This design comes from an exercise in tuning for small area, a short achievable clock period and few clock cycles per item on the open sky130 flow, not from production work. The RTL was checked by simulation tests, not by an equivalence proof against the original design. Power figures rest on the tool's default switching activity, not on a simulated workload.

## jet_region_cut
module jet_region_cut (
  input  logic        clk,
  input  logic        rst_n,
  input  logic        in_valid,
  output logic        in_ready,
  input  logic [56:0] in_data,
  output logic        out_valid,
  input  logic        out_ready,
  output logic [21:0] out_data,
  input  logic        psel,
  input  logic        penable,
  input  logic        pwrite,
  input  logic [5:0]  paddr,
  input  logic [63:0] pwdata,
  output logic [63:0] prdata,
  output logic        pready
);
  jrc_pkg::jrc_in_t  in_s;
  jrc_pkg::jrc_out_t out_s;
  assign in_s     = in_data;
  assign out_data = out_s;
  fuzzy_jet_region_cut_unit u_unit (
    .clk       (clk),
    .rst_n     (rst_n),
    .in_valid  (in_valid),
    .in_ready  (in_ready),
    .in_data   (in_s),
    .out_valid (out_valid),
    .out_ready (out_ready),
    .out_data  (out_s),
    .psel      (psel),
    .penable   (penable),
    .pwrite    (pwrite),
    .paddr     (paddr),
    .pwdata    (pwdata),
    .prdata    (prdata),
    .pready    (pready)
  );
endmodule
==> flow/config.mk <==
export PLATFORM = sky130hd
export DESIGN_NAME = jet_region_cut
export DESIGN_NICKNAME = jet_region_cut
export VERILOG_FILES = /design/flow/design.v
export SDC_FILE = /design/flow/constraint.sdc
export NUM_CORES = 4
export LEC_CHECK = 0
export ABC_AREA = 1
export CAP_MARGIN = 20
export CORE_MARGIN = 2
export CORE_UTILIZATION = 40
export CTS_BUF_LIST = sky130_fd_sc_hd__clkbuf_8
export CTS_CLUSTER_SIZE = 30
export SLEW_MARGIN = 20
==> flow/constraint.sdc <==
create_clock -name core_clock -period 12.5 [get_ports {clk}]
set_input_delay 2.5000 -clock core_clock [delete_from_list [all_inputs] [get_ports {clk}]]
set_output_delay 2.5000 -clock core_clock [all_outputs]
set_load 0.01 [all_outputs]
standard.sh (not shown) runs the stock make flow with config.mk's settings and CLKGATE_MAP_FILE= SYNTH_SCRIPT=/design/flow/synth_recipe.tcl, a recipe that flattens the netlist after the stock synthesis.
==> flow/flow/run.sh <==
#!/bin/bash
# The standard layout (standard.sh: the standard synthesis, floorplan, placement,
# CTS, routing and finish) with two changes:
#  - ORFS's timing repair aims 6 ns under the clock period, not at most 5 ns;
#  - the buffers ABC put in the synthesized netlist are removed at floorplan
#    (REMOVE_ABC_BUFFERS=1), leaving buffering to the resizer;
#  - every input and output port still gets its own buffer (buffer_ports), but the
#    buffer is sky130_fd_sc_hd__buf_2 instead of the clkdlybuf4s50_1 it picks itself.
# The full make output goes to standard_flow.log here; ORFS's own logs are under orfs/logs.
set -euo pipefail
bash standard.sh SETUP_SLACK_MARGIN=6 REMOVE_ABC_BUFFERS=1 "BUFFER_PORTS_ARGS=-buffer_cell sky130_fd_sc_hd__buf_2" finish > standard_flow.log 2>&1
The first run went through all stages and came out clean.
Testbench counts at the start, summed over its fixed seeds: cycles 9,448, items 7,756.
Next try:
==> flow/flow/run.sh (replaced) <==
#!/bin/bash
set -euo pipefail
bash standard.sh SETUP_SLACK_MARGIN=7 finish > standard_flow.log 2>&1
Settings changed: CTS_BUF_LIST sky130_fd_sc_hd__clkbuf_8 to default, CTS_CLUSTER_SIZE 30 to default.
What happened: The changed run finished clean. Die area is unchanged. Global-route usage rose by 4.0 points. Non-clock buffer count rose by 203. Power rose by 2.6%. Wire length rose by 14%.
Next try:
==> flow/flow/run.sh (replaced) <==
#!/bin/bash
# The standard layout (standard.sh: the standard synthesis, floorplan, placement,
# CTS, routing and finish) with two changes:
#  - ORFS's timing repair aims 6 ns under the clock period, not at most 5 ns;
#  - every input and output port still gets its own buffer (buffer_ports), but the
#    buffer is sky130_fd_sc_hd__buf_2 instead of the clkdlybuf4s50_1 it picks itself.
# The full make output goes to standard_flow.log here; ORFS's own logs are under orfs/logs.
set -euo pipefail
bash standard.sh SETUP_SLACK_MARGIN=6 REMOVE_ABC_BUFFERS=1 "BUFFER_PORTS_ARGS=-buffer_cell sky130_fd_sc_hd__buf_2" finish > standard_flow.log 2>&1
Settings changed: CTS_BUF_LIST from default to sky130_fd_sc_hd__clkbuf_8, CTS_CLUSTER_SIZE from default to 30.
Result: The changed run completed without violations; setup slack degrades by 100 ps; synthesized cell count stays the same; via count went down by 6.0%; hold slack degrades by 5.9 ps.
Next try:
==> flow/flow/run.sh (replaced) <==
#!/bin/bash
# The standard layout (standard.sh: the standard synthesis, floorplan, placement,
# CTS, routing and finish) with two changes:
#  - ORFS's timing repair aims 6.3 ns under the clock period, not at most 5 ns;
#  - the buffers ABC put in the synthesized netlist are removed at floorplan
#    (REMOVE_ABC_BUFFERS=1), leaving buffering to the resizer;
#  - every input and output port still gets its own buffer (buffer_ports), but the
#    buffer is sky130_fd_sc_hd__buf_2 instead of the clkdlybuf4s50_1 it picks itself.
# The full make output goes to standard_flow.log here; ORFS's own logs are under orfs/logs.
set -euo pipefail
bash standard.sh SETUP_SLACK_MARGIN=6.3 REMOVE_ABC_BUFFERS=1 "BUFFER_PORTS_ARGS=-buffer_cell sky130_fd_sc_hd__buf_2" finish > standard_flow.log 2>&1
Effect:
- The new run finished with timing, DRC and antenna clean
- register-to-register slack improved by 80 ps
- global-route usage increases by 0.63 points
- power increases by a few percent
- core utilization increases by 2.6 points
- setup slack improved by 89 ps
- combinational power increases by a few percent
- area after synthesis stays the same
Next try:
==> flow/flow/run.sh (replaced) <==
#!/bin/bash
# The standard layout (standard.sh: the standard synthesis, floorplan, placement,
# CTS, routing and finish) with two changes:
#  - ORFS's timing repair aims 6 ns under the clock period, not at most 5 ns;
#  - every input and output port still gets its own buffer (buffer_ports), but the
#    buffer is sky130_fd_sc_hd__buf_1 instead of the clkdlybuf4s50_1 it picks itself.
# The full make output goes to standard_flow.log here; ORFS's own logs are under orfs/logs.
set -euo pipefail
bash standard.sh SETUP_SLACK_MARGIN=6 "BUFFER_PORTS_ARGS=-buffer_cell sky130_fd_sc_hd__buf_1" finish > standard_flow.log 2>&1
The changed run finished clean.
Global-route usage goes down by 1.3 points.
Setup slack is worse by 160 ps.
Clock skew goes down by 16 ps.

-- separate check: timing with driven ports --
Ports are ideal in the flow. The routed layouts listed here were re-timed in OpenROAD. Step 1 assumes that a clkbuf_16 drives the clock port and a buf_2 every other input. Step 2 adds t to the input delays and takes it off the output delays; t is the mean of the earliest and latest rising clock arrival at the registers after step 1. Input paths then give back, and output paths get back, about the clock's delay inside the block. Slacks: no drivers / after step 1 / after step 2; pairs: no drivers / after step 1.
| run | t, ns | slack for setup (ns) | clock arrival spread, ns |
|---|---|---|---|
| the first run | 0.724 | 5.972 / 5.903 / 5.903 | 0.066 / 0.065 |
| the second run | 0.646 | 6.072 / 6.048 / 6.048 | 0.012 / 0.012 |
| the third run | 0.724 | 5.972 / 5.903 / 5.903 | 0.066 / 0.065 |
| the fourth run | 0.728 | 6.061 / 6.014 / 6.014 | 0.071 / 0.071 |
| the fifth run | 0.726 | 5.901 / 5.841 / 5.841 | 0.054 / 0.055 |
After both steps every run listed still meets setup and hold.
